From an optimization exercise on the open Yosys and OpenROAD flow, aimed at small area, a short achievable clock period and few clock cycles; shortcuts taken in it are not production practice.
At most, simulation tests tie the RTL to the original design; equivalence was not proved.
Function not checked in runs 1 and 5: the RTL went through the layout flow alone.
No activity file was given, so power comes from the tool's default toggle rates.

===== design/flow/config.mk =====
export PLATFORM = sky130hd
export DESIGN_NAME = sparse_fmap_loader
export DESIGN_NICKNAME = sparse_fmap_loader
export VERILOG_FILES = /design/flow/design.v
export SDC_FILE = /design/flow/constraint.sdc
export NUM_CORES = 4
export LEC_CHECK = 0
export CAP_MARGIN = 20
export CORE_MARGIN = 2
export CORE_UTILIZATION = 60
export CTS_CLUSTER_DIAMETER = 100
export CTS_CLUSTER_SIZE = 30
export SETUP_SLACK_MARGIN = 3.3
export SLEW_MARGIN = 20
export BUFFER_PORTS_ARGS = -buffer_cell sky130_fd_sc_hd__buf_1

===== design/flow/constraint.sdc =====
create_clock -name core_clock -period 5.5 [get_ports {clk}]
set_input_delay 1.1000 -clock core_clock [delete_from_list [all_inputs] [get_ports {clk}]]
set_output_delay 1.1000 -clock core_clock [all_outputs]
set_load 0.01 [all_outputs]

===== design/flow/design.v =====
package fmap_pkg;
    localparam int PIXEL_W    = 16;
    localparam int MAP_W      = 16;
    localparam int SEG_PIXELS = 16;   
    localparam int MEM_ADDR_W = 32;
    localparam int MEM_DATA_W = 32;
    localparam int PX_ADDR_W  = 20;
    localparam int LEN_W      = 4;    
    typedef logic [PIXEL_W-1:0]    pixel_t;
    typedef logic [MEM_DATA_W-1:0] mem_word_t;
    typedef logic [MEM_ADDR_W-1:0] mem_addr_t;
    typedef logic [PX_ADDR_W-1:0]  px_addr_t;
    typedef logic [MAP_W-1:0]      sparsity_map_t;
    typedef logic [4:0] pop_count_t;
    typedef logic [8:0] dim_t;
    typedef logic [9:0] fmap_cnt_t;
endpackage
`timescale 1ns/100ps
module sparse_fmap_loader (
    input  logic                         clk,
    input  logic                         rst_n,
    input  logic                         start,
    input  fmap_pkg::mem_addr_t          cfg_read_addr,
    input  fmap_pkg::dim_t               cfg_width,
    input  fmap_pkg::dim_t               cfg_height,
    input  fmap_pkg::fmap_cnt_t          cfg_num_fmap,
    output logic                         mem_req,
    output fmap_pkg::mem_addr_t          mem_addr,
    output logic [fmap_pkg::LEN_W-1:0]   mem_len,
    input  logic                         mem_grant,
    input  fmap_pkg::mem_word_t          mem_din,
    input  logic                         mem_vld,
    input  logic                         mem_fin,
    output logic                         px_req,
    input  logic                         px_grant,
    output fmap_pkg::px_addr_t           px_addr,
    output logic                         px_wr_vld,
    output fmap_pkg::pixel_t             px_dout,
    output logic                         track_write,
    output fmap_pkg::px_addr_t           track_din,
    output logic                         busy,
    output logic                         done
);
    logic [4:0] cseg_m1;    
    logic [9:0] cfm_m1;     
    logic [4:0] fcol;       
    logic [9:0] ffm;        
    logic [8:0] frow;       
    logic       fcol_z;     
    logic       ffm_z;      
    logic       frow_z;     
    logic       f_last_row;
    logic       f_last_frame;
    assign f_last_row   = fcol_z && ffm_z;
    assign f_last_frame = f_last_row && frow_z;
    typedef enum logic [2:0] {I_IDLE, I_MAP, I_MWAIT, I_PIX, I_SLOT} istate_t;
    istate_t istate;
    logic    accept;
    logic    map_acc;
    logic    a_carry;    
    logic    map_in;     
    logic    map_zero;   
    logic        n_valid;    
    logic        n_wv;       
    logic        n_ready;    
    logic        n_lr;       
    logic        n_lf;       
    logic [15:0] n_map;
    logic        n_odd;      
    logic [3:0]  n_len;
    logic        ret_pix;
    logic [31:0] wbuf [8];
    logic [7:0]  wq;         
    logic [7:0]  pq;         
    logic        hq;         
    logic [7:0]  pq_rot;
    logic        step_en;
    logic [11:0] nib;        
    logic [3:0]  pc_hi;      
    logic [3:0]  pc_lo;
    logic        map_in_q2;
    logic [4:0]  nib_sum;    
    logic [3:0]  len_q;      
    logic        map_in_q;
    logic [3:0]  freec;
    logic        wr;
    logic        adv;
    logic        bursting;   
    logic        b_empty;
    logic [15:0] b_map;      
    logic        b_lr;
    logic        b_lf;
    logic [3:0]  beat;
    logic        b_odd;      
    logic        bit_set;
    logic        bit_d;      
    logic        last_beat;  
    logic        b_load;
    logic        move;
    logic        can_pix;
    logic [15:0] seg_cnt;    
    logic [15:0] px_d;
    function automatic logic [2:0] ones4(input logic [3:0] n);
        ones4 = 3'(n[0]) + 3'(n[1]) + 3'(n[2]) + 3'(n[3]);
    endfunction
    assign nib_sum   = 5'(pc_hi) + 5'(pc_lo);
    assign len_q     = 4'((nib_sum + 5'd1) >> 1);
    assign accept    = mem_req && mem_grant;
    assign map_in    = mem_vld && !ret_pix;
    assign map_zero  = (mem_din[31:16] == 16'h0000);
    assign map_acc   = accept && (istate == I_MAP);
    assign wr        = mem_vld && ret_pix;
    assign b_empty   = !bursting && !px_req;
    assign bit_set   = b_map[15];
    assign b_load    = b_empty || last_beat;
    assign move      = (n_ready || (wr && mem_fin)) && b_load;
    assign adv    = bursting && ((bit_set && !hq) || (last_beat && hq));
    assign pq_rot = {pq[6:0], pq[7]};
    assign step_en  = bursting || (px_req && px_grant);
    assign can_pix = ({1'b0, n_len} <= freec) ||
                     (bursting && ({1'b0, n_len} + {4'd0, b_odd} <= {1'b0, beat} + 5'd3));
    always_comb begin
        px_d = 16'h0000;
        for (int i = 0; i < 8; i++) begin
            px_d = px_d | ({16{bit_d && pq[i] && !hq}} & wbuf[i][15:0])
                        | ({16{bit_d && pq[i] &&  hq}} & wbuf[i][31:16]);
        end
    end
    assign px_wr_vld = bursting;
    assign px_addr   = {seg_cnt, 4'b0000};
    assign track_din = {seg_cnt, 4'b0000};
    always_ff @(posedge clk) begin
        for (int i = 0; i < 8; i++) begin
            if (wr && wq[i]) wbuf[i] <= mem_din;
        end
        px_dout <= px_d;
        nib     <= {ones4(mem_din[31:28]), ones4(mem_din[27:24]),
                    ones4(mem_din[23:20]), ones4(mem_din[19:16])};
        pc_hi   <= 4'(nib[11:9]) + 4'(nib[8:6]);
        pc_lo   <= 4'(nib[5:3]) + 4'(nib[2:0]);
        if (map_in_q2) begin
            n_odd <= nib_sum[0];
            n_len <= len_q;
        end
    end
    always_ff @(posedge clk) begin
        if (start) begin
            cseg_m1 <= 5'((cfg_width - 9'd1) >> 4);
            cfm_m1  <= cfg_num_fmap - 10'd1;
        end
        if (start) begin
            fcol   <= 5'((cfg_width - 9'd1) >> 4);
            ffm    <= cfg_num_fmap - 10'd1;
            frow   <= cfg_height - 9'd1;
            fcol_z <= (cfg_width <= 9'd16);
            ffm_z  <= (cfg_num_fmap == 10'd1);
            frow_z <= (cfg_height == 9'd1);
        end else if (map_acc) begin
            if (!fcol_z) begin
                fcol   <= fcol - 5'd1;
                fcol_z <= (fcol == 5'd1);
            end else begin
                fcol   <= cseg_m1;
                fcol_z <= (cseg_m1 == 5'd0);
                if (!ffm_z) begin
                    ffm   <= ffm - 10'd1;
                    ffm_z <= (ffm == 10'd1);
                end else begin
                    ffm    <= cfm_m1;
                    ffm_z  <= (cfm_m1 == 10'd0);
                    frow   <= frow - 9'd1;
                    frow_z <= (frow == 9'd1);
                end
            end
        end
        if (map_acc) begin
            n_lr <= f_last_row;
            n_lf <= f_last_frame;
        end
    end
    always_ff @(posedge clk or negedge rst_n) begin
        if (!rst_n) begin
            istate  <= I_IDLE;
            mem_req <= 1'b0;
        end else begin
            case (istate)
                I_IDLE: if (start) begin
                    mem_req <= 1'b1;
                    istate  <= I_MAP;
                end
                I_MAP: if (mem_grant) begin
                    mem_req <= 1'b0;
                    istate  <= I_MWAIT;
                end
                I_MWAIT: if (n_ready) begin
                    istate <= n_lf ? I_IDLE : I_SLOT;
                end else if ((map_in_q2 && (freec == 4'd8)) || (n_wv && can_pix)) begin
                    mem_req <= 1'b1;
                    istate  <= I_PIX;
                end
                I_PIX: if (mem_grant) begin
                    mem_req <= 1'b0;
                    istate  <= n_lf ? I_IDLE : I_SLOT;
                end
                I_SLOT: if (!n_valid || move) begin
                    mem_req <= 1'b1;
                    istate  <= I_MAP;
                end
                default: istate <= I_IDLE;
            endcase
        end
    end
    always_ff @(posedge clk) begin
        if (start && (istate == I_IDLE)) begin
            mem_addr <= cfg_read_addr;
            a_carry  <= 1'b0;
        end else begin
            if (accept) {a_carry, mem_addr[7:2]} <= {1'b0, mem_addr[7:2]} + {3'b000, mem_len};
            else a_carry <= 1'b0;
            if (a_carry) mem_addr[31:8] <= mem_addr[31:8] + 24'd1;
        end
        if (istate == I_MWAIT) mem_len <= map_in_q2 ? len_q : n_len;
        else if (istate != I_PIX) mem_len <= 4'd1;
    end
    always_ff @(posedge clk or negedge rst_n) begin
        if (!rst_n) begin
            n_valid <= 1'b0;
            n_wv    <= 1'b0;
            n_ready <= 1'b0;
            ret_pix <= 1'b0;
            map_in_q <= 1'b0;
            map_in_q2 <= 1'b0;
        end else begin
            map_in_q  <= map_in;
            map_in_q2 <= map_in_q;
            n_wv      <= ((map_in_q2 && n_valid) || n_wv) && !move;
            if (map_acc) n_valid <= 1'b1;
            if (mem_vld) begin
                if (!ret_pix) begin
                    n_ready <= map_zero;
                    ret_pix <= !map_zero;
                end else if (mem_fin) begin
                    n_ready <= 1'b1;
                    ret_pix <= 1'b0;
                end
            end
            if (move) begin
                n_valid <= 1'b0;
                n_ready <= 1'b0;
            end
        end
    end
    always_ff @(posedge clk) begin
        if (map_in) n_map <= mem_din[31:16];
    end
    always_ff @(posedge clk or negedge rst_n) begin
        if (!rst_n) begin
            wq    <= 8'd1;
            pq    <= 8'd1;
            hq    <= 1'b0;
            freec <= 4'd8;
        end else begin
            if (wr) wq <= {wq[6:0], wq[7]};
            if (last_beat) begin
                if (hq) pq <= pq_rot;
                hq <= 1'b0;
            end else if (step_en && bit_d) begin
                if (hq) pq <= pq_rot;
                hq <= !hq;
            end
            if (wr && !adv) freec <= freec - 4'd1;
            else if (adv && !wr) freec <= freec + 4'd1;
        end
    end
    always_ff @(posedge clk) begin
        if (start) seg_cnt <= '0;
        else if (last_beat) seg_cnt <= seg_cnt + 16'd1;
        if (b_load) b_odd <= n_odd;
        if (b_load) bit_d <= n_map[15];
        else if (px_req) bit_d <= px_grant ? b_map[14] : b_map[15];
        else bit_d <= b_map[13];
        if (b_load) begin
            b_map <= n_map;
            b_lr  <= n_lr;
            b_lf  <= n_lf;
        end else if (bursting) begin
            b_map <= {b_map[14:0], 1'b1};
        end
    end
    always_ff @(posedge clk or negedge rst_n) begin
        if (!rst_n) begin
            bursting    <= 1'b0;
            px_req      <= 1'b0;
            beat        <= '0;
            last_beat   <= 1'b0;
            track_write <= 1'b0;
            done        <= 1'b0;
            busy        <= 1'b0;
        end else begin
            track_write <= last_beat && b_lr;
            done        <= last_beat && b_lf;
            if (start) busy <= 1'b1;
            else if (done) busy <= 1'b0;
            if (bursting) beat <= beat + 4'd1;
            last_beat <= bursting && (beat == 4'd14);
            if (px_req && px_grant) begin
                px_req   <= 1'b0;
                bursting <= 1'b1;
            end
            if (last_beat) bursting <= 1'b0;
            if (move) px_req <= 1'b1;
        end
    end
endmodule

===== design/flow/flow/run.sh =====
#!/bin/bash
set -euo pipefail
echo 'export BUFFER_PORTS_ARGS = -buffer_cell sky130_fd_sc_hd__buf_1' >> config.mk
bash standard.sh > standard.log 2>&1

===== design/flow/standard.sh =====
#!/bin/bash
# synth_recipe.tcl (not shown) runs the flow's synth.tcl, then flattens the netlist and writes it again
# the make line also repeats each setting of config.mk as NAME=value (left out here)
make -C /OpenROAD-flow-scripts/flow DESIGN_CONFIG=/design/flow/config.mk WORK_HOME=/design/flow/orfs CLKGATE_MAP_FILE= SYNTH_SCRIPT=/design/flow/synth_recipe.tcl "${@:-finish}"

==> results of run 1 <==
==> area by class of cell <==
class                      count  area [µm²]
sequential                   471       13420
fill                        2393       10310
multi-input combinational    840        6052
timing repair buffer         259        1425
tap                          442       553.0
clock buffer                  32       524.3
inverter                      62       236.5
clock inverter                 2       20.02
==> synth_stat cells, drive strengths merged, types with 38 or more instances <==
cell	n	area, µm²
ha	56	700.7
edfxtp	372	11170
clkbuf	41	153.9
xnor2	39	341.6
a21oi	39	195.2
nor2	55	209.0
dfxtp	58	1161
dfrtp	38	950.9
xor2	51	454.2
buf	45	279.0
inv	61	229.0
nand2	142	533.0
o21ai	60	304.0
a22oi	65	488.0
==> stage by stage <==
step,cells,hold slack [ns],total power (µW),cell area [µm²],util (%)
2_1_floorplan,1458,0.3312,6195,20010,-
3_3_place_gp,2014,0.3343,6792,20900,64.23
3_5_place_dp,2014,0.3427,6854,20900,64.23
4_1_cts,2087,0.3781,8711,21860,67.19
5_1_grt,2108,0.3901,9275,22230,68.32
6_report,2108,0.3770,8789,22230,68.32
==> state kept, by name, summed over array words and instances (netlist names), 8 cells and up <==
signal	cells
wbuf	256
mem_addr	32
b_map	16
n_map	16
px_dout	16
seg_cnt	16
nib	12
cfm_m1	10
ffm	10
frow	9
pq	8
wq	8
==> worst paths after layout <==
kind	startpoint	endpoint	slack (ns)	depth (start not counted)
setup / recovery	mem_len[0]	mem_len[0]	3.22	1
hold / removal	map_in_q	map_in_q2	0.38	0
setup reg to reg	b_odd	mem_req	3.32	9
hold reg to reg	map_in_q	map_in_q2	0.38	0
max in group asynchronous	rst_n	pq[1]	4.46	2
min in group asynchronous	rst_n	beat[0]	0.61	2
==> per-layer routing <==
layer / part of all wire [%] / track usage, % / vias up
li1: - / - / 5780
met4: 1.9 / 4.882 / 0
met3: 4.8 / 2.915 / 42
met1: 44 / 33.36 / 6125
met2: 49 / 42.72 / 321
met5: 0 / 0 / -
==> power by group <==
part | leakage, µW | switching (µW) | internal [µW]
clock network | 0.000260 | 1020 | 673
logic | 0.00352 | 1370 | 1070
registers | 0.00443 | 296 | 4360
total | 0.00821 | 2690 | 6100
==> kinds of logic (layout without fill, tap and decap cells) <==
logic type,count (synthesis),after routing,share of synthesized area [%]
AOI/OAI and AO/OA,278,278,9.730
xor gates and xnor gates,90,90,4.013
adders and majority gates,65,65,4.442
buffers and inverters,148,355,3.357
DFF,471,471,67.38
muxes,42,42,2.259
other,1,8,0.01891
and+or+nand+nor,356,357,8.796
==> placed cells by master (no fill, tap or decap), types with 41 or more instances in the layout <==
cell | netlist | layout
inv_1 | 61 | 59
buf_1 | 12 | 105
nand2_1 | 142 | 140
a22oi_1 | 65 | 65
dfxtp_1 | 58 | 41
buf_4 | 25 | 68
xor2_1 | 50 | 48
o21ai_0 | 45 | 41
clkbuf_2 | 0 | 51
nor2_1 | 54 | 52
ha_1 | 56 | 46
edfxtp_1 | 372 | 372
==> timing repair <==
action	CTS	global route
gates resized for setup	67	90
cloned	1	1
setup buffers	38	20
setup endpoints to repair	459	218
pin swaps	6	9
==> report_table.html, run 1 <==
<table>
<tr><th>Metric</th><th>Value</th></tr>
<tr><th colspan="2">Timing</th></tr>
<tr><td>Unrepaired setup endpoints after global routing</td><td>yes</td></tr>
<tr><td>Highest clock frequency the design can meet</td><td>about 440 MHz</td></tr>
<tr><td>Number of setup violations in the final report</td><td>0</td></tr>
<tr><td>Post-Route Skew</td><td>approximately 0.023 ns</td></tr>
<tr><td>Final Max Slew Viols</td><td>0</td></tr>
<tr><td>Hold Violations, Final</td><td>0</td></tr>
<tr><td>Worst Tran Pin Value</td><td>1.051 ns</td></tr>
<tr><td>Final critical-path required period</td><td>2.276 ns</td></tr>
<tr><td>Sum Neg Setup Slack</td><td>0 ns</td></tr>
<tr><td>Setup ws final</td><td>between 3 and 4 ns</td></tr>
<tr><td>Portion of the clock cycle consumed by the worst path in the final layout</td><td>41.38%</td></tr>
<tr><td>Worst rel slew slack</td><td>29.91%</td></tr>
<tr><th colspan="2">Drt</th></tr>
<tr><td>Detailed Routing Iterations Pass 1</td><td>6</td></tr>
<tr><td>DR vias</td><td>approximately 12000</td></tr>
<tr><td>Detailed router's first-iteration violation count</td><td>962</td></tr>
<tr><td>Post-Route WL</td><td>42970 µm</td></tr>
<tr><td>DRT antenna net count</td><td>0</td></tr>
<tr><td>Avg Vias per Cell</td><td>a little under 6</td></tr>
<tr><td>Post-route DRC</td><td>0</td></tr>
<tr><td>Post-detailed-route wirelength per cell</td><td>slightly above 20 µm</td></tr>
<tr><th colspan="2">Worst setup path</th></tr>
<tr><td>Worst path arrival time</td><td>between 1 and 1.5 ns</td></tr>
<tr><td>Cells along the critical path</td><td>clkbuf_2</td></tr>
<tr><td>Kind of start point of the critical path</td><td>flop</td></tr>
<tr><td>Buffer and inverter count on the worst path</td><td>1</td></tr>
<tr><td>Crit path max-delay family</td><td>flip-flops</td></tr>
<tr><td>CP Class</td><td>reg2out</td></tr>
<tr><td>Largest stage delay on the critical path</td><td>0.48 ns</td></tr>
<tr><td>Crit Path Max Fanout</td><td>2</td></tr>
<tr><td>Critical Path Sink Type</td><td>output port</td></tr>
<tr><td>Data required time at the worst endpoint</td><td>4.40 ns</td></tr>
<tr><td>Master of the slowest instance on the critical path</td><td>edfxtp_1</td></tr>
<tr><th colspan="2">Pwr</th></tr>
<tr><td>Worst ir drop on vdd</td><td>between 0.3 and 0.4 mV</td></tr>
<tr><td>Cell leakage power</td><td>approximately 0.0082 µW</td></tr>
<tr><td>Power density over the cells</td><td>approximately 400 nW/µm²</td></tr>
<tr><th colspan="2">Floorplan</th></tr>
<tr><td>Core Footprint</td><td>32540 µm²</td></tr>
<tr><td>Die extent in x</td><td>185.8 µm</td></tr>
<tr><td>Effective utilization at floorplan</td><td>60.94%</td></tr>
<tr><td>Std cell rows</td><td>66</td></tr>
<tr><td>Count of boundary I/O pins</td><td>197</td></tr>
<tr><td>Floorplan die area</td><td>roughly 35000 µm²</td></tr>
<tr><td>Vert. Die Dim</td><td>185.8 µm</td></tr>
<tr><th colspan="2">Synthesis</th></tr>
<tr><td>Sequential fraction of the synthesis area</td><td>67.38%</td></tr>
<tr><td>Synth async-reset ratio</td><td>about 8.7%</td></tr>
<tr><td>Primary FF master, synth</td><td>edfxtp_1</td></tr>
<tr><td>Count of flip-flops with a built-in enable after synthesis</td><td>372</td></tr>
<tr><td>Per-instance average area after synthesis</td><td>13.67 µm²</td></tr>
<tr><td>Post-synthesis instance total</td><td>roughly 1500</td></tr>
<tr><td>Mapped Area</td><td>19830 µm²</td></tr>
<tr><td>Count of different cell masters after synthesis</td><td>74</td></tr>
<tr><td>Number of warning messages in the yosys log</td><td>2</td></tr>
<tr><td>Yosys reg bits</td><td>471</td></tr>
<tr><th colspan="2">Clock network</th></tr>
<tr><td>Clock Sink Count</td><td>471</td></tr>
<tr><td>Clock root buffer</td><td>clkbuf_16</td></tr>
<tr><td>Clock Pin Slew Worst Setup and Hold Paths</td><td>0.11 ns</td></tr>
<tr><td>Number of buffers inserted during clock tree synthesis</td><td>19</td></tr>
<tr><td>Clock Latency Late Sink</td><td>0.55 ns</td></tr>
<tr><td>Clock tree from TritonCTS</td><td>done</td></tr>
<tr><td>Number of hold-repair buffers added at the cts stage</td><td>0</td></tr>
<tr><td>CTS H-tree lvls</td><td>1</td></tr>
<tr><td>Maximum root-to-sink buffer count</td><td>3</td></tr>
<tr><th colspan="2">Placed design</th></tr>
<tr><td>Post-detailed-placement half-perimeter wirelength</td><td>between 20000 and 30000 µm</td></tr>
<tr><td>Number of buffers inserted by port buffering</td><td>188</td></tr>
<tr><td>Post-place setup slack</td><td>2.124 ns</td></tr>
<tr><td>Final weighted congestion in routability-driven placement</td><td>0.7750</td></tr>
<tr><th colspan="2">Global route</th></tr>
<tr><td>Largest net degree at the start of global routing</td><td>between 60 and 70</td></tr>
<tr><td>Antenna violations before repair</td><td>0</td></tr>
<tr><td>Via count of the first global-routing pass</td><td>~12000</td></tr>
<tr><td>Gr ovfl total</td><td>0</td></tr>
<tr><td>Total routing resource utilization after global routing</td><td>24.46%</td></tr>
<tr><td>Global-route wire length before repair</td><td>roughly 64000 µm</td></tr>
<tr><th colspan="2">Job</th></tr>
<tr><td>Count of max-cap constraint violations</td><td>0</td></tr>
<tr><th colspan="2">Final layout</th></tr>
<tr><td>Layout Area Growth over Synthesis</td><td>12.10%</td></tr>
<tr><td>Fraction of layout cells with a size suffix above 1</td><td>16.75%</td></tr>
<tr><td>Post-layout net count</td><td>1817</td></tr>
<tr><td>Diode count</td><td>0</td></tr>
<tr><th colspan="2">Status</th></tr>
<tr><td>Result of the run</td><td>no timing/DRC/antenna violations</td></tr>
<tr><th colspan="2">Worst hold path</th></tr>
<tr><td>Worst min-delay path class</td><td>reg2reg</td></tr>
</table>
==> run 2: changes to the inputs <==
--- a/design/flow/design.v
+++ b/design/flow/design.v
@@ -44,3 +44,3 @@
     logic [4:0] cseg_m1;    
-    logic [9:0] cfm_m1;     
+    logic [9:0] cfm;        
     logic [4:0] fcol;       
@@ -48,9 +48,10 @@
     logic [8:0] frow;       
-    logic       fcol_z;     
-    logic       ffm_z;      
-    logic       frow_z;     
+    logic       fcol_z;
+    logic       ffm_1;
     logic       f_last_row;
     logic       f_last_frame;
-    assign f_last_row   = fcol_z && ffm_z;
-    assign f_last_frame = f_last_row && frow_z;
+    assign fcol_z       = (fcol == 5'd0);
+    assign ffm_1        = (ffm == 10'd1);
+    assign f_last_row   = fcol_z && ffm_1;
+    assign f_last_frame = f_last_row && (frow == 9'd1);
     typedef enum logic [2:0] {I_IDLE, I_MAP, I_MWAIT, I_PIX, I_SLOT} istate_t;
@@ -147,27 +148,19 @@
         if (start) begin
-            cseg_m1 <= 5'((cfg_width - 9'd1) >> 4);
-            cfm_m1  <= cfg_num_fmap - 10'd1;
+            cseg_m1 <= cfg_width[8:4] - {4'd0, cfg_width[3:0] == 4'd0};
+            cfm     <= cfg_num_fmap;
         end
         if (start) begin
-            fcol   <= 5'((cfg_width - 9'd1) >> 4);
-            ffm    <= cfg_num_fmap - 10'd1;
-            frow   <= cfg_height - 9'd1;
-            fcol_z <= (cfg_width <= 9'd16);
-            ffm_z  <= (cfg_num_fmap == 10'd1);
-            frow_z <= (cfg_height == 9'd1);
+            fcol <= cfg_width[8:4] - {4'd0, cfg_width[3:0] == 4'd0};
+            ffm  <= cfg_num_fmap;
+            frow <= cfg_height;
         end else if (map_acc) begin
             if (!fcol_z) begin
-                fcol   <= fcol - 5'd1;
-                fcol_z <= (fcol == 5'd1);
+                fcol <= fcol - 5'd1;
             end else begin
-                fcol   <= cseg_m1;
-                fcol_z <= (cseg_m1 == 5'd0);
-                if (!ffm_z) begin
-                    ffm   <= ffm - 10'd1;
-                    ffm_z <= (ffm == 10'd1);
+                fcol <= cseg_m1;
+                if (!ffm_1) begin
+                    ffm <= ffm - 10'd1;
                 end else begin
-                    ffm    <= cfm_m1;
-                    ffm_z  <= (cfm_m1 == 10'd0);
-                    frow   <= frow - 9'd1;
-                    frow_z <= (frow == 9'd1);
+                    ffm  <= cfm;
+                    frow <= frow - 9'd1;
                 end
--- a/design/flow/config.mk
+++ b/design/flow/config.mk
@@ -11,3 +11,3 @@
 export CTS_CLUSTER_DIAMETER = 100
-export CTS_CLUSTER_SIZE = 30
+export CTS_CLUSTER_SIZE = 25
 export SETUP_SLACK_MARGIN = 3.3
==> report_table.html, run 2 <==
<table>
<tr><th>Metric</th><th>Value</th></tr>
<tr><th colspan="2">Final layout</th></tr>
<tr><td>Top register by number of flip-flops</td><td>wbuf</td></tr>
<tr><td>Multi-input logic area</td><td>5689 µm² (-6.0%)</td></tr>
<tr><td>Highest-count cells in the layout ignoring fill and taps</td><td>edfxtp_1, buf_1, nand2_1</td></tr>
<tr><td>Area used by sequential logic in the layout</td><td>13340 µm² (-0.59%)</td></tr>
<tr><td>Number of flip-flops under the largest register name</td><td>256 (unchanged)</td></tr>
<tr><td>Post-layout net count</td><td>1737 (-4.4%)</td></tr>
<tr><td>Diode count</td><td>0 (unchanged)</td></tr>
<tr><td>Fraction of layout cells with a size suffix above 1</td><td>19.47% (+2.7 points)</td></tr>
<tr><td>Share of the core filled with cells</td><td>69.25% (+0.93 points)</td></tr>
<tr><td>Fillers</td><td>2277 (-4.8%)</td></tr>
<tr><td>Most frequent standard cell in the layout excluding fill and tap cells</td><td>edfxtp_1</td></tr>
<tr><td>Regs by FF count</td><td>wbuf x256, mem_addr x32</td></tr>
<tr><td>Layout Area Growth over Synthesis</td><td>13.35%</td></tr>
<tr><th colspan="2">Synthesis</th></tr>
<tr><td>Yosys reg bits</td><td>468 (-0.64%)</td></tr>
<tr><td>Synth async-reset ratio</td><td>8.761% (+0.056 points)</td></tr>
<tr><td>Main area contributors after synthesis</td><td>edfxtp_1, dfxtp_1, dfrtp_1, ha_1, nand2_1</td></tr>
<tr><td>Per-instance average area after synthesis</td><td>14.13 µm² (+3.4%)</td></tr>
<tr><td>Post-synthesis instance total</td><td>1371 (-5.5%)</td></tr>
<tr><td>Count of flip-flops with a built-in enable after synthesis</td><td>369 (-0.81%)</td></tr>
<tr><td>Area share of the largest cell type after synthesis</td><td>57.18% (+0.85 points)</td></tr>
<tr><td>Mapped Area</td><td>19380 µm² (-2.3%)</td></tr>
<tr><td>Sequential fraction of the synthesis area</td><td>68.49% (+1.1 points)</td></tr>
<tr><td>Number of warning messages in the yosys log</td><td>2 (unchanged)</td></tr>
<tr><td>Library cell with the highest instance count after synthesis</td><td>edfxtp_1</td></tr>
<tr><td>Primary FF master, synth</td><td>edfxtp_1</td></tr>
<tr><td>Commonest cells in the netlist</td><td>edfxtp_1, nand2_1, o21ai_0</td></tr>
<tr><td>Count of different cell masters after synthesis</td><td>69 (-6.8%)</td></tr>
<tr><td>Largest area contributor in the netlist</td><td>edfxtp_1</td></tr>
<tr><th colspan="2">Clock network</th></tr>
<tr><td>Clock root buffer</td><td>clkbuf_16</td></tr>
<tr><td>Clock Pin Slew Worst Setup and Hold Paths</td><td>0.10 ns (about the same)</td></tr>
<tr><td>Number of hold-repair buffers added at the cts stage</td><td>0 (unchanged)</td></tr>
<tr><td>CTS H-tree lvls</td><td>1 (unchanged)</td></tr>
<tr><td>Clock Latency Late Sink</td><td>0.56 ns (about the same)</td></tr>
<tr><td>Maximum root-to-sink buffer count</td><td>3 (unchanged)</td></tr>
<tr><td>Clock Sink Count</td><td>468 (-0.64%)</td></tr>
<tr><td>Number of buffers inserted during clock tree synthesis</td><td>22 (+3)</td></tr>
<tr><td>Clock tree from TritonCTS</td><td>done</td></tr>
<tr><th colspan="2">Drt</th></tr>
<tr><td>Post-Route WL</td><td>42480 µm (-1.1%)</td></tr>
<tr><td>Avg Vias per Cell</td><td>5.877 (+0.98%)</td></tr>
<tr><td>DRT antenna net count</td><td>0 (unchanged)</td></tr>
<tr><td>DR vias</td><td>11718 (-4.5%)</td></tr>
<tr><td>Detailed Routing Iterations Pass 1</td><td>5 (-1)</td></tr>
<tr><td>Post-route DRC</td><td>0 (unchanged)</td></tr>
<tr><td>Post-detailed-route wirelength per cell</td><td>21.30 µm (+4.5%)</td></tr>
<tr><td>Detailed router's first-iteration violation count</td><td>1078 (+12%)</td></tr>
<tr><th colspan="2">Timing</th></tr>
<tr><td>Hold Violations, Final</td><td>0 (unchanged)</td></tr>
<tr><td>Sum Neg Setup Slack</td><td>0 ns (unchanged)</td></tr>
<tr><td>Unrepaired setup endpoints after global routing</td><td>yes</td></tr>
<tr><td>Number of setup violations in the final report</td><td>0 (unchanged)</td></tr>
<tr><td>Worst rel slew slack</td><td>32.11% (+2.2 points)</td></tr>
<tr><td>Post-Route Skew</td><td>0.02423 ns (+0.001360 ns)</td></tr>
<tr><td>Setup ws final</td><td>3.214 ns (-0.01063 ns)</td></tr>
<tr><td>Portion of the clock cycle consumed by the worst path in the final layout</td><td>41.57% (+0.19 points)</td></tr>
<tr><td>Final critical-path required period</td><td>2.286 ns (+0.01063 ns)</td></tr>
<tr><td>Highest clock frequency the design can meet</td><td>437.4 MHz (-0.47%)</td></tr>
<tr><td>Final Max Slew Viols</td><td>0 (unchanged)</td></tr>
<tr><td>Worst Tran Pin Value</td><td>1.018 ns (-0.03299 ns)</td></tr>
<tr><th colspan="2">Placed design</th></tr>
<tr><td>Post-place setup slack</td><td>2.561 ns (+0.4375 ns)</td></tr>
<tr><td>Number of buffers inserted by port buffering</td><td>188 (unchanged)</td></tr>
<tr><td>Final weighted congestion in routability-driven placement</td><td>0.7840 (+1.2%)</td></tr>
<tr><td>Post-detailed-placement half-perimeter wirelength</td><td>24510 µm (-3.5%)</td></tr>
<tr><th colspan="2">Pwr</th></tr>
<tr><td>Sum of internal, switching and leakage power</td><td>9016 µW (+2.6%)</td></tr>
<tr><td>Worst ir drop on vdd</td><td>0.3161 mV (-3.8%)</td></tr>
<tr><td>Power density over the cells</td><td>410.5 nW/µm² (+3.8%)</td></tr>
<tr><td>Cell leakage power</td><td>0.008100 µW (-1.3%)</td></tr>
<tr><th colspan="2">Floorplan</th></tr>
<tr><td>Core Footprint</td><td>31720 µm² (-2.5%)</td></tr>
<tr><td>Effective utilization at floorplan</td><td>61.09% (+0.15 points)</td></tr>
<tr><td>Floorplan die area</td><td>33750 µm² (-2.2%)</td></tr>
<tr><td>Die extent in x</td><td>183.7 µm (-1.1%)</td></tr>
<tr><td>Vert. Die Dim</td><td>183.7 µm (-1.1%)</td></tr>
<tr><td>Std cell rows</td><td>65 (-1.5%)</td></tr>
<tr><td>Count of boundary I/O pins</td><td>197 (unchanged)</td></tr>
<tr><th colspan="2">Worst setup path</th></tr>
<tr><td>Critical Path Sink Type</td><td>output port</td></tr>
<tr><td>Cells along the critical path</td><td>buf_1</td></tr>
<tr><td>Master of the slowest instance on the critical path</td><td>edfxtp_1</td></tr>
<tr><td>Reg2Reg Setup Slack</td><td>3.33 ns (about the same)</td></tr>
<tr><td>Reg-to-Reg Start</td><td>pc_lo[0]</td></tr>
<tr><td>Worst setup startpoint</td><td>mem_addr[26]</td></tr>
<tr><td>CP Class</td><td>reg2out</td></tr>
<tr><td>Largest stage delay on the critical path</td><td>0.47 ns (about the same)</td></tr>
<tr><td>Crit path max-delay family</td><td>flip-flops</td></tr>
<tr><td>Data required time at the worst endpoint</td><td>4.40 ns (about the same)</td></tr>
<tr><td>Buffer and inverter count on the worst path</td><td>1 (unchanged)</td></tr>
<tr><td>Crit Path Max Fanout</td><td>5 (+3)</td></tr>
<tr><td>Kind of start point of the critical path</td><td>flop</td></tr>
<tr><td>Worst path arrival time</td><td>1.19 ns (about the same)</td></tr>
<tr><th colspan="2">Global route</th></tr>
<tr><td>Largest net degree at the start of global routing</td><td>77 (+15%)</td></tr>
<tr><td>Antenna violations before repair</td><td>0 (unchanged)</td></tr>
<tr><td>Via count of the first global-routing pass</td><td>11213 (-3.4%)</td></tr>
<tr><td>Gr ovfl total</td><td>0 (unchanged)</td></tr>
<tr><td>Global-route wire length before repair</td><td>63440 µm (-1.3%)</td></tr>
<tr><td>Total routing resource utilization after global routing</td><td>24.63% (+0.18 points)</td></tr>
<tr><th colspan="2">Job</th></tr>
<tr><td>Count of max-cap constraint violations</td><td>0 (unchanged)</td></tr>
<tr><th colspan="2">Worst hold path</th></tr>
<tr><td>Worst min-delay path class</td><td>reg2reg</td></tr>
<tr><td>Worst Min Path Start</td><td>map_in_q</td></tr>
<tr><th colspan="2">Status</th></tr>
<tr><td>Result of the run</td><td>no timing/DRC/antenna violations</td></tr>
</table>
[run 2: cell type report]
class,count,area share [%]
inverter,59,1.054
tap,402,2.290
clock buffer,39,2.894
timing repair buffer,261,7.098
multi-input combinational,764,25.90
sequential,468,60.72
clock inverter,1,0.03987
[run 2: path summary, 6_finish.rpt]
| kind | cells past startpoint | to |
|---|---|---|
| worst max-delay path | 1 | mem_addr[26] |
| worst min-delay path | 0 | map_in_q2 |
| worst max register to register | 7 | mem_len[3] |
| worst min register to register | 0 | map_in_q2 |
| max in group asynchronous | 2 | pq[1] |
| min in group asynchronous | 2 | busy |
[run 2: per-stage QoR]
stage	hold slack [ns]	instances	cell area, µm²
after floorplan	0.3312	1378	19580
after global placement	0.3336	1886	20370
after detailed placement	0.3379	1886	20370
after CTS	0.3483	1966	21530
after global routing	0.3560	1994	21960
final	0.3466	1994	21960
[run 2: timing repair]
| item | CTS | global route |
|---|---|---|
| setup buffers | 38 | 26 |
| resized for setup | 79 | 86 |
| gates cloned | 2 | 2 |
| endpoints found under the hold margin | 0 | 0 |
| pin swaps | 4 | 3 |
| setup endpoints to repair | 398 | 416 |
[run 2: logic make-up (layout without fill, tap and decap cells)]
family          count (synthesis)  count (layout)  synth area share, %
flops                         468             468                68.49
simple gates                  303             304                8.297
compound gates                279             280                9.970
buf+inv                       148             360                3.416
xor+xnor                       70              70                3.164
fa+ha+maj                      62              62                4.352
mux                            40              40                2.292
other cells                     1               8              0.01935
[run 2: where the power goes]
group          switching (µW)  total (µW)  internal (µW)
logic                    1340        2510           1170
registers                 313        4640           4330
clock network            1070        1870            798
total                    2720        9020           6300
[run 2: layer usage]
metal,track usage (%),up-vias,wire [µm]
met5,0,-,0
met4,5.440,0,760
met3,3.170,36,2636
met2,42.60,358,21060
met1,33.75,5789,18020
li1,-,5535,-
Testbench counts of run 2, summed over its fixed seeds: cycles 40,504.
==> run 3: changes to the inputs <==
--- a/design/flow/config.mk
+++ b/design/flow/config.mk
@@ -11,4 +11,4 @@
 export CTS_CLUSTER_DIAMETER = 100
-export CTS_CLUSTER_SIZE = 25
-export SETUP_SLACK_MARGIN = 3.3
+export CTS_CLUSTER_SIZE = 30
+export SETUP_SLACK_MARGIN = 3.4
 export SLEW_MARGIN = 20
==> report_table.html, run 3 <==
<table>
<tr><th>Metric</th><th>Value</th></tr>
<tr><th colspan="2">Pwr</th></tr>
<tr><td>Switching fraction of total power</td><td>30.22% (+0.061 points)</td></tr>
<tr><td>Cell leakage power</td><td>0.008344 µW (+3.0%)</td></tr>
<tr><td>Worst ir drop on vdd</td><td>0.3383 mV (+7.1%)</td></tr>
<tr><td>Sequential share of power</td><td>51.1% (-0.4 points)</td></tr>
<tr><td>Power density over the cells</td><td>402.9 nW/µm² (-1.8%)</td></tr>
<tr><td>P_int</td><td>6344 µW (+0.74%)</td></tr>
<tr><td>Fraction of power consumed by combinational cells</td><td>30.3% (+2.5 points)</td></tr>
<tr><td>P_sw</td><td>2747 µW (+1.0%)</td></tr>
<tr><td>Share of total power in the clock network</td><td>18.6% (-2.1 points)</td></tr>
<tr><th colspan="2">Worst setup path</th></tr>
<tr><td>CP Class</td><td>reg2out</td></tr>
<tr><td>Critical Path Sink Type</td><td>output port</td></tr>
<tr><td>Cells along the critical path</td><td>buf_1</td></tr>
<tr><td>Largest stage delay on the critical path</td><td>0.45 ns (-0.02 ns)</td></tr>
<tr><td>Crit Path Max Fanout</td><td>2 (-3)</td></tr>
<tr><td>Master of the slowest instance on the critical path</td><td>edfxtp_1</td></tr>
<tr><td>Crit path max-delay family</td><td>flip-flops</td></tr>
<tr><td>Data required time at the worst endpoint</td><td>4.40 ns (about the same)</td></tr>
<tr><td>Cells on worst reg2reg path</td><td>9 (+2)</td></tr>
<tr><td>Buffer and inverter count on the worst path</td><td>1 (unchanged)</td></tr>
<tr><td>Worst path arrival time</td><td>1.14 ns (-0.05 ns)</td></tr>
<tr><td>Kind of start point of the critical path</td><td>flop</td></tr>
<tr><td>Reg-to-Reg Start</td><td>b_odd</td></tr>
<tr><td>Reg2Reg Setup Slack</td><td>3.38 ns (+0.05 ns)</td></tr>
<tr><td>Crit Reg-Reg Endpoint</td><td>mem_req</td></tr>
<tr><th colspan="2">Synthesis</th></tr>
<tr><td>Mapped Area</td><td>19380 µm² (unchanged)</td></tr>
<tr><td>Largest area contributor in the netlist</td><td>edfxtp_1</td></tr>
<tr><td>Per-instance average area after synthesis</td><td>14.13 µm² (unchanged)</td></tr>
<tr><td>Number of warning messages in the yosys log</td><td>2 (unchanged)</td></tr>
<tr><td>Post-synthesis instance total</td><td>1371 (unchanged)</td></tr>
<tr><td>Primary FF master, synth</td><td>edfxtp_1</td></tr>
<tr><td>Area share of the largest cell type after synthesis</td><td>57.18% (unchanged)</td></tr>
<tr><td>Sequential fraction of the synthesis area</td><td>68.49% (unchanged)</td></tr>
<tr><td>Yosys reg bits</td><td>468 (unchanged)</td></tr>
<tr><td>Count of different cell masters after synthesis</td><td>69 (unchanged)</td></tr>
<tr><td>Library cell with the highest instance count after synthesis</td><td>edfxtp_1</td></tr>
<tr><td>Synth async-reset ratio</td><td>8.761% (unchanged)</td></tr>
<tr><td>Count of flip-flops with a built-in enable after synthesis</td><td>369 (unchanged)</td></tr>
<tr><td>Commonest cells in the netlist</td><td>edfxtp_1, nand2_1, o21ai_0</td></tr>
<tr><td>Main area contributors after synthesis</td><td>edfxtp_1, dfxtp_1, dfrtp_1, ha_1, nand2_1</td></tr>
<tr><th colspan="2">Placed design</th></tr>
<tr><td>Post-detailed-placement half-perimeter wirelength</td><td>24500 µm (about the same)</td></tr>
<tr><td>Number of buffers inserted by port buffering</td><td>188 (unchanged)</td></tr>
<tr><td>Post-place setup slack</td><td>2.223 ns (-0.3379 ns)</td></tr>
<tr><td>Final weighted congestion in routability-driven placement</td><td>0.7962 (+1.6%)</td></tr>
<tr><th colspan="2">Floorplan</th></tr>
<tr><td>Std cell rows</td><td>65 (unchanged)</td></tr>
<tr><td>Floorplan die area</td><td>33750 µm² (unchanged)</td></tr>
<tr><td>Vert. Die Dim</td><td>183.7 µm (unchanged)</td></tr>
<tr><td>Effective utilization at floorplan</td><td>61.09% (unchanged)</td></tr>
<tr><td>Die extent in x</td><td>183.7 µm (unchanged)</td></tr>
<tr><td>Core Footprint</td><td>31720 µm² (unchanged)</td></tr>
<tr><td>Count of boundary I/O pins</td><td>197 (unchanged)</td></tr>
<tr><th colspan="2">Drt</th></tr>
<tr><td>DR vias</td><td>12159 (+3.8%)</td></tr>
<tr><td>Avg Vias per Cell</td><td>6.010 (+2.3%)</td></tr>
<tr><td>DRT antenna net count</td><td>0 (unchanged)</td></tr>
<tr><td>Post-detailed-route wirelength per cell</td><td>21.73 µm (+2.0%)</td></tr>
<tr><td>Post-Route WL</td><td>43960 µm (+3.5%)</td></tr>
<tr><td>Detailed Routing Iterations Pass 1</td><td>5 (unchanged)</td></tr>
<tr><td>Post-route DRC</td><td>0 (unchanged)</td></tr>
<tr><td>Detailed router's first-iteration violation count</td><td>1048 (-2.8%)</td></tr>
<tr><th colspan="2">Timing</th></tr>
<tr><td>Final Max Slew Viols</td><td>0 (unchanged)</td></tr>
<tr><td>Hold Violations, Final</td><td>0 (unchanged)</td></tr>
<tr><td>Number of setup violations in the final report</td><td>0 (unchanged)</td></tr>
<tr><td>Worst rel slew slack</td><td>39.45% (+7.3 points)</td></tr>
<tr><td>Sum Neg Setup Slack</td><td>0 ns (unchanged)</td></tr>
<tr><td>Post-Route Skew</td><td>0.01328 ns (-0.01094 ns)</td></tr>
<tr><td>Final critical-path required period</td><td>2.236 ns (-0.05012 ns)</td></tr>
<tr><td>Highest clock frequency the design can meet</td><td>447.2 MHz (+2.2%)</td></tr>
<tr><td>Portion of the clock cycle consumed by the worst path in the final layout</td><td>40.66% (-0.91 points)</td></tr>
<tr><td>Worst Tran Pin Value</td><td>0.9082 ns (-0.1101 ns)</td></tr>
<tr><td>Hold slack</td><td>0.3580 ns (+0.01144 ns)</td></tr>
<tr><td>Unrepaired setup endpoints after global routing</td><td>yes</td></tr>
<tr><td>Setup ws final</td><td>3.264 ns (+0.05012 ns)</td></tr>
<tr><th colspan="2">Worst hold path</th></tr>
<tr><td>Worst Min Path Start</td><td>map_in_q</td></tr>
<tr><td>Hold worst-path end</td><td>map_in_q2</td></tr>
<tr><td>Worst min-delay path class</td><td>reg2reg</td></tr>
<tr><td>Worst hold path cell count</td><td>0 (unchanged)</td></tr>
<tr><th colspan="2">Clock network</th></tr>
<tr><td>CTS H-tree lvls</td><td>1 (unchanged)</td></tr>
<tr><td>Maximum root-to-sink buffer count</td><td>3 (unchanged)</td></tr>
<tr><td>Clock Pin Slew Worst Setup and Hold Paths</td><td>0.11 ns (about the same)</td></tr>
<tr><td>Clock tree from TritonCTS</td><td>done</td></tr>
<tr><td>Clock Latency Late Sink</td><td>0.54 ns (-0.02 ns)</td></tr>
<tr><td>Clock root buffer</td><td>clkbuf_16</td></tr>
<tr><td>Number of buffers inserted during clock tree synthesis</td><td>19 (-14%)</td></tr>
<tr><td>Number of hold-repair buffers added at the cts stage</td><td>0 (unchanged)</td></tr>
<tr><td>Clock Sink Count</td><td>468 (unchanged)</td></tr>
<tr><th colspan="2">Final layout</th></tr>
<tr><td>Highest-count cells in the layout ignoring fill and taps</td><td>edfxtp_1, buf_4, nand2_1</td></tr>
<tr><td>Top register by number of flip-flops</td><td>wbuf</td></tr>
<tr><td>Fillers</td><td>2136 (-6.2%)</td></tr>
<tr><td>Most frequent standard cell in the layout excluding fill and tap cells</td><td>edfxtp_1</td></tr>
<tr><td>Diode count</td><td>0 (unchanged)</td></tr>
<tr><td>Post-layout net count</td><td>1769 (+1.8%)</td></tr>
<tr><td>Share of the core filled with cells</td><td>71.13% (+1.9 points)</td></tr>
<tr><td>Layout Area Growth over Synthesis</td><td>16.43%</td></tr>
<tr><td>Regs by FF count</td><td>wbuf x256, mem_addr x32</td></tr>
<tr><td>Fraction of layout cells with a size suffix above 1</td><td>24.24% (+4.8 points)</td></tr>
<tr><td>Number of flip-flops under the largest register name</td><td>256 (unchanged)</td></tr>
<tr><th colspan="2">Global route</th></tr>
<tr><td>Gr ovfl total</td><td>0 (unchanged)</td></tr>
<tr><td>Largest net degree at the start of global routing</td><td>42 (-45%)</td></tr>
<tr><td>Antenna violations before repair</td><td>1 (+1)</td></tr>
<tr><td>Global-route wire length before repair</td><td>66200 µm (+4.4%)</td></tr>
<tr><td>Via count of the first global-routing pass</td><td>11766 (+4.9%)</td></tr>
<tr><td>Total routing resource utilization after global routing</td><td>25.53% (+0.90 points)</td></tr>
<tr><th colspan="2">Job</th></tr>
<tr><td>Count of max-cap constraint violations</td><td>0 (unchanged)</td></tr>
<tr><th colspan="2">Status</th></tr>
<tr><td>Result of the run</td><td>no timing/DRC/antenna violations</td></tr>
</table>
## run 3: cell counts after synthesis
No cell type changed its count.
## run 3: per-stage QoR
step | instances | area, µm² | power [µW]
floorplan | 1378 | 19610 | 6134
global placement | 1887 | 20420 | 6732
detailed placement | 1887 | 20420 | 6784
CTS | 1992 | 22090 | 8898
global route | 2023 | 22560 | 9562
finish | 2023 | 22560 | 9091
## run 3: area by class of cell
cell class / count / area, µm² / share of cell area [%]
clock buffer: 31 / 520.5 / 2.307
clock inverter: 3 / 26.28 / 0.1165
inverter: 59 / 231.5 / 1.026
multi-input combinational: 764 / 5838 / 25.88
sequential: 468 / 13350 / 59.17
tap: 402 / 503.0 / 2.229
timing repair buffer: 296 / 2093 / 9.278
## run 3: repair_timing
action / in CTS / in global routing
buffers inserted: 65 / 29
cloned: 6 / 2
endpoints found under the hold margin: 0 / 0
pin swaps: 15 / 14
resized for setup: 180 / 69
setup endpoints to repair: 475 / 200
## run 3: worst max-delay path by stage
stage	from	endpoint	cells after the start
floorplan	start	mem_addr[10]	5
global placement	start	mem_addr[14]	7
detailed placement	start	mem_addr[21]	7
CTS	mem_addr[14]	mem_addr[14]	1
global route	mem_addr[6]	mem_addr[6]	1
finish	mem_addr[14]	mem_addr[14]	1
## run 3: layer usage
layer | track usage [%] | vias to the layer above | share of wire [%]
li1 | - | 5597 | -
met1 | 33.87 | 6050 | 41
met2 | 43.95 | 436 | 50
met3 | 3.387 | 74 | 6.0
met4 | 8.384 | 2 | 3.2
met5 | 0 | - | 0.030
## run 3: cells by family after synthesis
logic type,count (synthesis),synth area share [%]
xor+xnor,70,3.164
simple gates,303,8.297
other cells,1,0.01935
buf+inv,148,3.416
fa+ha+maj,62,4.352
flops,468,68.49
compound gates,279,9.970
mux,40,2.292
## run 3: power by group through the flow
stage,logic [µW],registers (µW),clock network [µW]
2_1_floorplan,1440,4690,0
3_3_place_gp,1970,4760,0
3_5_place_dp,2010,4780,0
4_1_cts,2520,4640,1730
5_1_grt,3020,4700,1840
6_report,2760,4650,1690
==> run 4: changes to the inputs <==
--- a/design/flow/config.mk
+++ b/design/flow/config.mk
@@ -12,3 +12,3 @@
 export CTS_CLUSTER_SIZE = 30
-export SETUP_SLACK_MARGIN = 3.4
+export SETUP_SLACK_MARGIN = 3.3
 export SLEW_MARGIN = 20
==> report_table.html, run 4 <==
<table>
<tr><th>Metric</th><th>Value</th></tr>
<tr><th colspan="2">Clock network</th></tr>
<tr><td>Number of hold-repair buffers added at the cts stage</td><td>0 (unchanged)</td></tr>
<tr><td>Number of buffers inserted during clock tree synthesis</td><td>19 (unchanged)</td></tr>
<tr><td>Maximum root-to-sink buffer count</td><td>3 (unchanged)</td></tr>
<tr><td>Clock tree from TritonCTS</td><td>done</td></tr>
<tr><td>Clock Pin Slew Worst Setup and Hold Paths</td><td>0.12 ns (about the same)</td></tr>
<tr><td>Clock Sink Count</td><td>468 (unchanged)</td></tr>
<tr><td>CTS H-tree lvls</td><td>1 (unchanged)</td></tr>
<tr><td>Clock Latency Late Sink</td><td>0.55 ns (about the same)</td></tr>
<tr><td>Clock root buffer</td><td>clkbuf_16</td></tr>
<tr><th colspan="2">Global route</th></tr>
<tr><td>Global-route wire length before repair</td><td>62930 µm (-4.9%)</td></tr>
<tr><td>Largest net degree at the start of global routing</td><td>77 (+83%)</td></tr>
<tr><td>Total routing resource utilization after global routing</td><td>24.39% (-1.1 points)</td></tr>
<tr><td>Gr ovfl total</td><td>0 (unchanged)</td></tr>
<tr><td>Via count of the first global-routing pass</td><td>11185 (-4.9%)</td></tr>
<tr><td>Antenna violations before repair</td><td>0 (-1)</td></tr>
<tr><th colspan="2">Synthesis</th></tr>
<tr><td>Commonest cells in the netlist</td><td>edfxtp_1, nand2_1, o21ai_0</td></tr>
<tr><td>Yosys reg bits</td><td>468 (unchanged)</td></tr>
<tr><td>Largest area contributor in the netlist</td><td>edfxtp_1</td></tr>
<tr><td>Synth async-reset ratio</td><td>8.761% (unchanged)</td></tr>
<tr><td>Count of flip-flops with a built-in enable after synthesis</td><td>369 (unchanged)</td></tr>
<tr><td>Main area contributors after synthesis</td><td>edfxtp_1, dfxtp_1, dfrtp_1, ha_1, nand2_1</td></tr>
<tr><td>Sequential fraction of the synthesis area</td><td>68.49% (unchanged)</td></tr>
<tr><td>Area share of the largest cell type after synthesis</td><td>57.18% (unchanged)</td></tr>
<tr><td>Number of warning messages in the yosys log</td><td>2 (unchanged)</td></tr>
<tr><td>Mapped Area</td><td>19380 µm² (unchanged)</td></tr>
<tr><td>Count of different cell masters after synthesis</td><td>69 (unchanged)</td></tr>
<tr><td>Primary FF master, synth</td><td>edfxtp_1</td></tr>
<tr><td>Post-synthesis instance total</td><td>1371 (unchanged)</td></tr>
<tr><td>Library cell with the highest instance count after synthesis</td><td>edfxtp_1</td></tr>
<tr><td>Per-instance average area after synthesis</td><td>14.13 µm² (unchanged)</td></tr>
<tr><th colspan="2">Final layout</th></tr>
<tr><td>Fillers</td><td>2299 (+7.6%)</td></tr>
<tr><td>Regs by FF count</td><td>wbuf x256, mem_addr x32</td></tr>
<tr><td>Highest-count cells in the layout ignoring fill and taps</td><td>edfxtp_1, buf_1, nand2_1</td></tr>
<tr><td>Diode count</td><td>0 (unchanged)</td></tr>
<tr><td>Post-layout net count</td><td>1733 (-2.0%)</td></tr>
<tr><td>Post-route cell area</td><td>21810 µm² (-3.3%)</td></tr>
<tr><td>Most frequent standard cell in the layout excluding fill and tap cells</td><td>edfxtp_1</td></tr>
<tr><td>Layout Area Growth over Synthesis</td><td>12.55%</td></tr>
<tr><td>Top register by number of flip-flops</td><td>wbuf</td></tr>
<tr><td>Number of flip-flops under the largest register name</td><td>256 (unchanged)</td></tr>
<tr><td>Fraction of layout cells with a size suffix above 1</td><td>19.31% (-4.9 points)</td></tr>
<tr><th colspan="2">Worst setup path</th></tr>
<tr><td>Crit Path Max Fanout</td><td>5 (+3)</td></tr>
<tr><td>Worst path arrival time</td><td>1.18 ns (+0.04 ns)</td></tr>
<tr><td>Crit Reg-Reg Endpoint</td><td>mem_len[3]</td></tr>
<tr><td>Buffer and inverter count on the worst path</td><td>1 (unchanged)</td></tr>
<tr><td>Largest stage delay on the critical path</td><td>0.48 ns (+0.03 ns)</td></tr>
<tr><td>Crit path max-delay family</td><td>flip-flops</td></tr>
<tr><td>CP Class</td><td>reg2out</td></tr>
<tr><td>Number of stages on the worst setup path</td><td>1 (unchanged)</td></tr>
<tr><td>Critical Path Sink Type</td><td>output port</td></tr>
<tr><td>Master of the slowest instance on the critical path</td><td>edfxtp_1</td></tr>
<tr><td>Reg-to-Reg Start</td><td>pc_lo[0]</td></tr>
<tr><td>Cells along the critical path</td><td>buf_1</td></tr>
<tr><td>Kind of start point of the critical path</td><td>flop</td></tr>
<tr><td>Reg2Reg Setup Slack</td><td>3.32 ns (-0.06 ns)</td></tr>
<tr><td>Data required time at the worst endpoint</td><td>4.40 ns (about the same)</td></tr>
<tr><td>Cells on worst reg2reg path</td><td>7 (-2)</td></tr>
<tr><th colspan="2">Worst hold path</th></tr>
<tr><td>Worst min-delay path class</td><td>reg2reg</td></tr>
<tr><td>Worst hold path cell count</td><td>0 (unchanged)</td></tr>
<tr><td>Hold worst-path end</td><td>map_in_q2</td></tr>
<tr><td>Worst Min Path Start</td><td>map_in_q</td></tr>
<tr><th colspan="2">Floorplan</th></tr>
<tr><td>Core Footprint</td><td>31720 µm² (unchanged)</td></tr>
<tr><td>Floorplan die area</td><td>33750 µm² (unchanged)</td></tr>
<tr><td>Die extent in x</td><td>183.7 µm (unchanged)</td></tr>
<tr><td>Vert. Die Dim</td><td>183.7 µm (unchanged)</td></tr>
<tr><td>Count of boundary I/O pins</td><td>197 (unchanged)</td></tr>
<tr><td>Std cell rows</td><td>65 (unchanged)</td></tr>
<tr><td>Effective utilization at floorplan</td><td>61.09% (unchanged)</td></tr>
<tr><th colspan="2">Status</th></tr>
<tr><td>Result of the run</td><td>no timing/DRC/antenna violations</td></tr>
<tr><th colspan="2">Timing</th></tr>
<tr><td>Setup ws final</td><td>3.220 ns (-0.04375 ns)</td></tr>
<tr><td>Hold Violations, Final</td><td>0 (unchanged)</td></tr>
<tr><td>Final critical-path required period</td><td>2.280 ns (+0.04375 ns)</td></tr>
<tr><td>Worst Tran Pin Value</td><td>1.048 ns (+0.1396 ns)</td></tr>
<tr><td>Worst rel slew slack</td><td>30.14% (-9.3 points)</td></tr>
<tr><td>Number of setup violations in the final report</td><td>0 (unchanged)</td></tr>
<tr><td>Highest clock frequency the design can meet</td><td>438.6 MHz (-1.9%)</td></tr>
<tr><td>Final Max Slew Viols</td><td>0 (unchanged)</td></tr>
<tr><td>Hold slack</td><td>0.3653 ns (+0.007285 ns)</td></tr>
<tr><td>Post-Route Skew</td><td>0.02223 ns (+0.008942 ns)</td></tr>
<tr><td>Portion of the clock cycle consumed by the worst path in the final layout</td><td>41.46% (+0.80 points)</td></tr>
<tr><td>Sum Neg Setup Slack</td><td>0 ns (unchanged)</td></tr>
<tr><td>Unrepaired setup endpoints after global routing</td><td>yes</td></tr>
<tr><th colspan="2">Pwr</th></tr>
<tr><td>Worst ir drop on vdd</td><td>0.2953 mV (-13%)</td></tr>
<tr><td>Cell leakage power</td><td>0.008021 µW (-3.9%)</td></tr>
<tr><td>Power density over the cells</td><td>406.3 nW/µm² (+0.84%)</td></tr>
<tr><th colspan="2">Drt</th></tr>
<tr><td>Post-detailed-route wirelength per cell</td><td>21.07 µm (-3.1%)</td></tr>
<tr><td>Detailed router's first-iteration violation count</td><td>982 (-6.3%)</td></tr>
<tr><td>Post-route DRC</td><td>0 (unchanged)</td></tr>
<tr><td>Detailed Routing Iterations Pass 1</td><td>6 (+1)</td></tr>
<tr><td>DR vias</td><td>11689 (-3.9%)</td></tr>
<tr><td>Avg Vias per Cell</td><td>5.883 (-2.1%)</td></tr>
<tr><td>DRT antenna net count</td><td>0 (unchanged)</td></tr>
<tr><td>Post-Route WL</td><td>41860 µm (-4.8%)</td></tr>
<tr><th colspan="2">Placed design</th></tr>
<tr><td>Post-detailed-placement half-perimeter wirelength</td><td>24510 µm (about the same)</td></tr>
<tr><td>Instance area after placement</td><td>20370 µm² (-0.23%)</td></tr>
<tr><td>Final weighted congestion in routability-driven placement</td><td>0.7840 (-1.5%)</td></tr>
<tr><td>Post-place setup slack</td><td>2.561 ns (+0.3379 ns)</td></tr>
<tr><td>Number of buffers inserted by port buffering</td><td>188 (unchanged)</td></tr>
<tr><th colspan="2">Job</th></tr>
<tr><td>Count of max-cap constraint violations</td><td>0 (unchanged)</td></tr>
</table>
-- run 4: cell count changes in the layout (fill, tap and decap cells not counted), sizes merged --
cell | previous run | this run
clkinvlp | 0 | 1
clkinv | 2 | 1
clkbuf | 65 | 90
buf | 259 | 199
bufbuf | 3 | 2
-- run 4: metal layers --
layer	routed length, µm	global-route usage, %	up-vias
met1	17940	33.56	5771
li1	-	-	5526
met5	0	0	-
met4	853	5.504	0
met3	2379	2.714	40
met2	20690	42.29	352
-- run 4: worst register-to-register path, delay by kind of cell (launching register included) --
kind                     cells  cell delay (ns)
AO/OA/AOI/OAI                1             0.20
adder cells (fa/ha/maj)      3             0.86
flip-flops                   1             0.34
AND/OR/NAND/NOR              3             0.53
-- run 4: logic make-up after synthesis --
logic type / Yosys count / synth area share (%)
DFF: 468 / 68.49
and+or+nand+nor: 303 / 8.297
AOI/OAI and AO/OA: 279 / 9.970
buffers and inverters: 148 / 3.416
xor gates and xnor gates: 70 / 3.164
adders and majority gates: 62 / 4.352
muxes: 40 / 2.292
other: 1 / 0.01935
-- run 4: worst max path at each step --
stage / from / to / slack, ns
2_1_floorplan: start / mem_addr[10] / 3.05
3_3_place_gp: mem_vld / wbuf[5][10] / 2.58
3_5_place_dp: mem_vld / wbuf[5][10] / 2.56
4_1_cts: mem_addr[26] / mem_addr[26] / 3.18
5_1_grt: mem_addr[26] / mem_addr[26] / 3.17
6_report: mem_addr[26] / mem_addr[26] / 3.22
-- run 4: per-stage QoR --
| step | total power, µW | cells | util, % |
|---|---|---|---|
| finish | 8861 | 1987 | 68.76 |
| CTS | 8744 | 1959 | 67.47 |
| floorplan | 6132 | 1378 | - |
| global placement | 6749 | 1886 | 64.22 |
| global route | 9318 | 1987 | 68.76 |
| detailed placement | 6802 | 1886 | 64.22 |
-- run 4: final cells by class --
cell class | count | area, µm² | area share, %
Sequential cell | 468 | 13340 | 61.16
Clock inverter | 3 | 25.02 | 0.1147
Multi-Input combinational cell | 764 | 5692 | 26.10
Clock buffer | 31 | 520.5 | 2.387
Tap cell | 402 | 503.0 | 2.306
Timing Repair Buffer | 260 | 1500 | 6.879
Inverter | 59 | 231.5 | 1.061
-- run 4: what timing repair did --
action,CTS,global route
endpoints found under the setup margin,379,140
buffers inserted,37,26
cloned,2,2
pin swaps,4,3
gates resized for setup,59,102
-- run 4: where the power goes --
part	leakage (µW)	internal (µW)	total [µW]	switching (µW)
registers	0.00439	4330	4640	312
logic	0.00338	1180	2520	1340
clock network	0.000257	671	1700	1030
==> run 5: changes to the inputs <==
--- a/design/flow/design.v
+++ b/design/flow/design.v
@@ -189,3 +189,3 @@
                     istate <= n_lf ? I_IDLE : I_SLOT;
-                end else if ((map_in_q2 && (freec == 4'd8)) || (n_wv && can_pix)) begin
+                end else if (n_wv && can_pix) begin
                     mem_req <= 1'b1;
@@ -214,3 +214,3 @@
         end
-        if (istate == I_MWAIT) mem_len <= map_in_q2 ? len_q : n_len;
+        if (istate == I_MWAIT) mem_len <= n_len;
         else if (istate != I_PIX) mem_len <= 4'd1;
==> report_table.html, run 5 <==
<table>
<tr><th>Metric</th><th>Value</th></tr>
<tr><th colspan="2">Floorplan</th></tr>
<tr><td>Effective utilization at floorplan</td><td>60.84% (-0.25 points)</td></tr>
<tr><td>Std cell rows</td><td>65 (unchanged)</td></tr>
<tr><td>Die extent in x</td><td>182.7 µm (-0.58%)</td></tr>
<tr><td>Count of boundary I/O pins</td><td>197 (unchanged)</td></tr>
<tr><th colspan="2">Drt</th></tr>
<tr><td>Detailed router's first-iteration violation count</td><td>948 (-3.5%)</td></tr>
<tr><td>Post-route DRC</td><td>0 (unchanged)</td></tr>
<tr><td>DR vias</td><td>11511 (-1.5%)</td></tr>
<tr><th colspan="2">Worst setup path</th></tr>
<tr><td>Crit Path Max Fanout</td><td>2 (-3)</td></tr>
<tr><td>CP Class</td><td>reg2reg</td></tr>
<tr><td>Worst path arrival time</td><td>2.75 ns (+1.57 ns)</td></tr>
<tr><td>Data required time at the worst endpoint</td><td>5.94 ns (+1.54 ns)</td></tr>
<tr><th colspan="2">Clock network</th></tr>
<tr><td>CTS H-tree lvls</td><td>1 (unchanged)</td></tr>
<tr><td>Number of hold-repair buffers added at the cts stage</td><td>0 (unchanged)</td></tr>
<tr><td>Clock Sink Count</td><td>468 (unchanged)</td></tr>
<tr><td>Number of buffers inserted during clock tree synthesis</td><td>19 (unchanged)</td></tr>
<tr><th colspan="2">Final layout</th></tr>
<tr><td>Diode count</td><td>0 (unchanged)</td></tr>
<tr><td>Top register by number of flip-flops</td><td>wbuf</td></tr>
<tr><td>Post-layout net count</td><td>1731 (-0.12%)</td></tr>
<tr><td>Number of flip-flops under the largest register name</td><td>256 (unchanged)</td></tr>
<tr><td>Area used by sequential logic in the layout</td><td>13380 µm² (+0.28%)</td></tr>
<tr><td>Regs by FF count</td><td>wbuf x256, mem_addr x32</td></tr>
<tr><td>Finished Layout Cells</td><td>1984 (-0.15%)</td></tr>
<tr><td>Fillers</td><td>2271 (-1.2%)</td></tr>
<tr><td>Most frequent standard cell in the layout excluding fill and tap cells</td><td>edfxtp_1</td></tr>
<tr><td>Multi-input logic area</td><td>5395 µm² (-5.2%)</td></tr>
<tr><td>Highest-count cells in the layout ignoring fill and taps</td><td>edfxtp_1, buf_1, nand2_1</td></tr>
<tr><th colspan="2">Pwr</th></tr>
<tr><td>Power density over the cells</td><td>398.1 nW/µm² (-2.0%)</td></tr>
<tr><th colspan="2">Synthesis</th></tr>
<tr><td>Number of warning messages in the yosys log</td><td>2 (unchanged)</td></tr>
<tr><td>Largest area contributor in the netlist</td><td>edfxtp_1</td></tr>
<tr><td>Area share of the largest cell type after synthesis</td><td>58.49% (+1.3 points)</td></tr>
<tr><td>Commonest cells in the netlist</td><td>edfxtp_1, nand2_1, a22oi_1</td></tr>
<tr><td>Primary FF master, synth</td><td>edfxtp_1</td></tr>
<tr><td>Per-instance average area after synthesis</td><td>14.06 µm² (-0.52%)</td></tr>
<tr><td>Yosys reg bits</td><td>468 (unchanged)</td></tr>
<tr><td>Count of flip-flops with a built-in enable after synthesis</td><td>373 (+1.1%)</td></tr>
<tr><td>Count of different cell masters after synthesis</td><td>62 (-10%)</td></tr>
<tr><th colspan="2">Placed design</th></tr>
<tr><td>Post-detailed-placement half-perimeter wirelength</td><td>23600 µm (-3.7%)</td></tr>
<tr><td>Final weighted congestion in routability-driven placement</td><td>0.7922 (+1.0%)</td></tr>
<tr><td>Number of buffers inserted by port buffering</td><td>188 (unchanged)</td></tr>
<tr><th colspan="2">Status</th></tr>
<tr><td>Result of the run</td><td>no timing/DRC/antenna violations</td></tr>
<tr><th colspan="2">Timing</th></tr>
<tr><td>Worst rel slew slack</td><td>32.08% (+1.9 points)</td></tr>
<tr><td>Hold Violations, Final</td><td>0 (unchanged)</td></tr>
<tr><td>Unrepaired setup endpoints after global routing</td><td>yes</td></tr>
<tr><td>Highest clock frequency the design can meet</td><td>432.6 MHz (-1.4%)</td></tr>
<tr><th colspan="2">Global route</th></tr>
<tr><td>Gr ovfl total</td><td>0 (unchanged)</td></tr>
<tr><td>Total routing resource utilization after global routing</td><td>23.86% (-0.53 points)</td></tr>
<tr><td>Largest net degree at the start of global routing</td><td>83 (+7.8%)</td></tr>
<tr><td>Via count of the first global-routing pass</td><td>11321 (+1.2%)</td></tr>
<tr><th colspan="2">Job</th></tr>
<tr><td>Count of max-cap constraint violations</td><td>0 (unchanged)</td></tr>
</table>
-- run 5: changes by cell type after synthesis, moves of 10 or more --
cell      previous run  this run
o21a_1              10         0
buf_2               13         1
nor2_1              45        66
a22o_1              17         4
a221oi_1            22         5
a22oi_1             41        67
-- run 5: area by class of cell --
cell class,instances,share of cell area [%]
Sequential cell,468,62.31
Multi-Input combinational cell,754,25.14
Timing Repair Buffer,261,6.395
Clock buffer,31,2.431
Tap cell,402,2.343
Inverter,65,1.177
Clock inverter,2,0.1807
Timing Repair inverter,1,0.02332
-- run 5: metal layers --
layer | part of all wire [%] | vias to the layer above | GRT usage [%]
met3 | 5.9 | 48 | 3.153
met4 | 1.9 | 0 | 5.323
li1 | - | 5468 | -
met2 | 50 | 340 | 41.26
met5 | 0 | - | 0
met1 | 42 | 5655 | 32.60
-- run 5: per-stage QoR --
step           util (%)  hold WS, ns  power (µW)
2_1_floorplan         -       0.3312        6017
3_3_place_gp      64.13       0.3347        6554
3_5_place_dp      64.13       0.3347        6617
4_1_cts           67.43       0.3591        8524
5_1_grt           68.20       0.3961        9006
6_report          68.20       0.3602        8545
-- run 5: power by group --
group / internal (µW) / total, µW / leakage [µW] / switching (µW)
clock network: 714 / 1740 / 0.000270 / 1020
logic: 988 / 2230 / 0.00317 / 1240
registers: 4330 / 4580 / 0.00439 / 246
-- run 5: final timing paths --
check / slack [ns] / start / endpoint / depth (start not counted)
max: 3.19 / n_len[0] / istate[0] / 10
min: 0.36 / map_in_q / map_in_q2 / 0
max reg2reg: 3.19 / n_len[0] / istate[0] / 10
min reg2reg: 0.36 / map_in_q / map_in_q2 / 0
max in group asynchronous: 4.41 / rst_n / pq[2] / 2
min in group asynchronous: 0.62 / rst_n / busy / 2
-- run 5: timing repair --
action / CTS / global route
pin swaps: 9 / 7
cloned: 1 / 1
endpoints found under the setup margin: 410 / 92
setup buffers: 41 / 19
resized for setup: 75 / 53
-- run 5: kinds of logic after synthesis --
kind of cell / Yosys count / share of synthesized area [%]
AOI/OAI and AO/OA: 276 / 9.696
xor gates and xnor gates: 75 / 3.430
adders and majority gates: 62 / 4.404
buffers and inverters: 148 / 3.437
DFF: 468 / 69.51
muxes: 35 / 2.025
other: 1 / 0.01958
and+or+nand+nor: 297 / 7.475
-- run 5: critical path: stages, from the launching register on --
cell and delay [ns]:
edfxtp_1 0.43, ha_2 0.23, ha_4 0.16, xor2_1 0.16
ha_1 0.31, nand4_1 0.13, nor2_1 0.16, a2111oi_2 0.05
a221o_1 0.35, a21oi_1 0.14, o22ai_1 0.08

## port drivers added, routing unchanged
No port has a modelled driver above. Below, the same layouts with a new extraction and two added sets of constraints. Step 1 assumes that a clkbuf_16 drives the clock port and a buf_2 every other input. Step 2 also shifts input and output timing later by t, the mid clock arrival at the registers, as if the neighbouring blocks saw the same clock. Three values: ideal, step 1, step 2; two values: the first two.
run | shift t [ns] | setup slack, ns | worst setup path after step 2 | cell pins on the clock port's net
run 1 | 0.591 | 3.224 / 3.168 / 2.729 | input to register | 1
run 2 | 0.604 | 3.214 / 3.157 / 2.733 | input to register | 1
run 3 | 0.588 | 3.264 / 3.210 / 2.886 | input to register | 1
run 4 | 0.589 | 3.220 / 3.167 / 2.761 | input to register | 1
run 5 | 0.587 | 3.189 / 3.189 / 2.734 | input to register | 1
After both steps setup and hold are still met in every run listed. For run 1, which loses most, drivers alone change the setup slack by -0.056 ns; drivers and shift together by -0.495 ns.
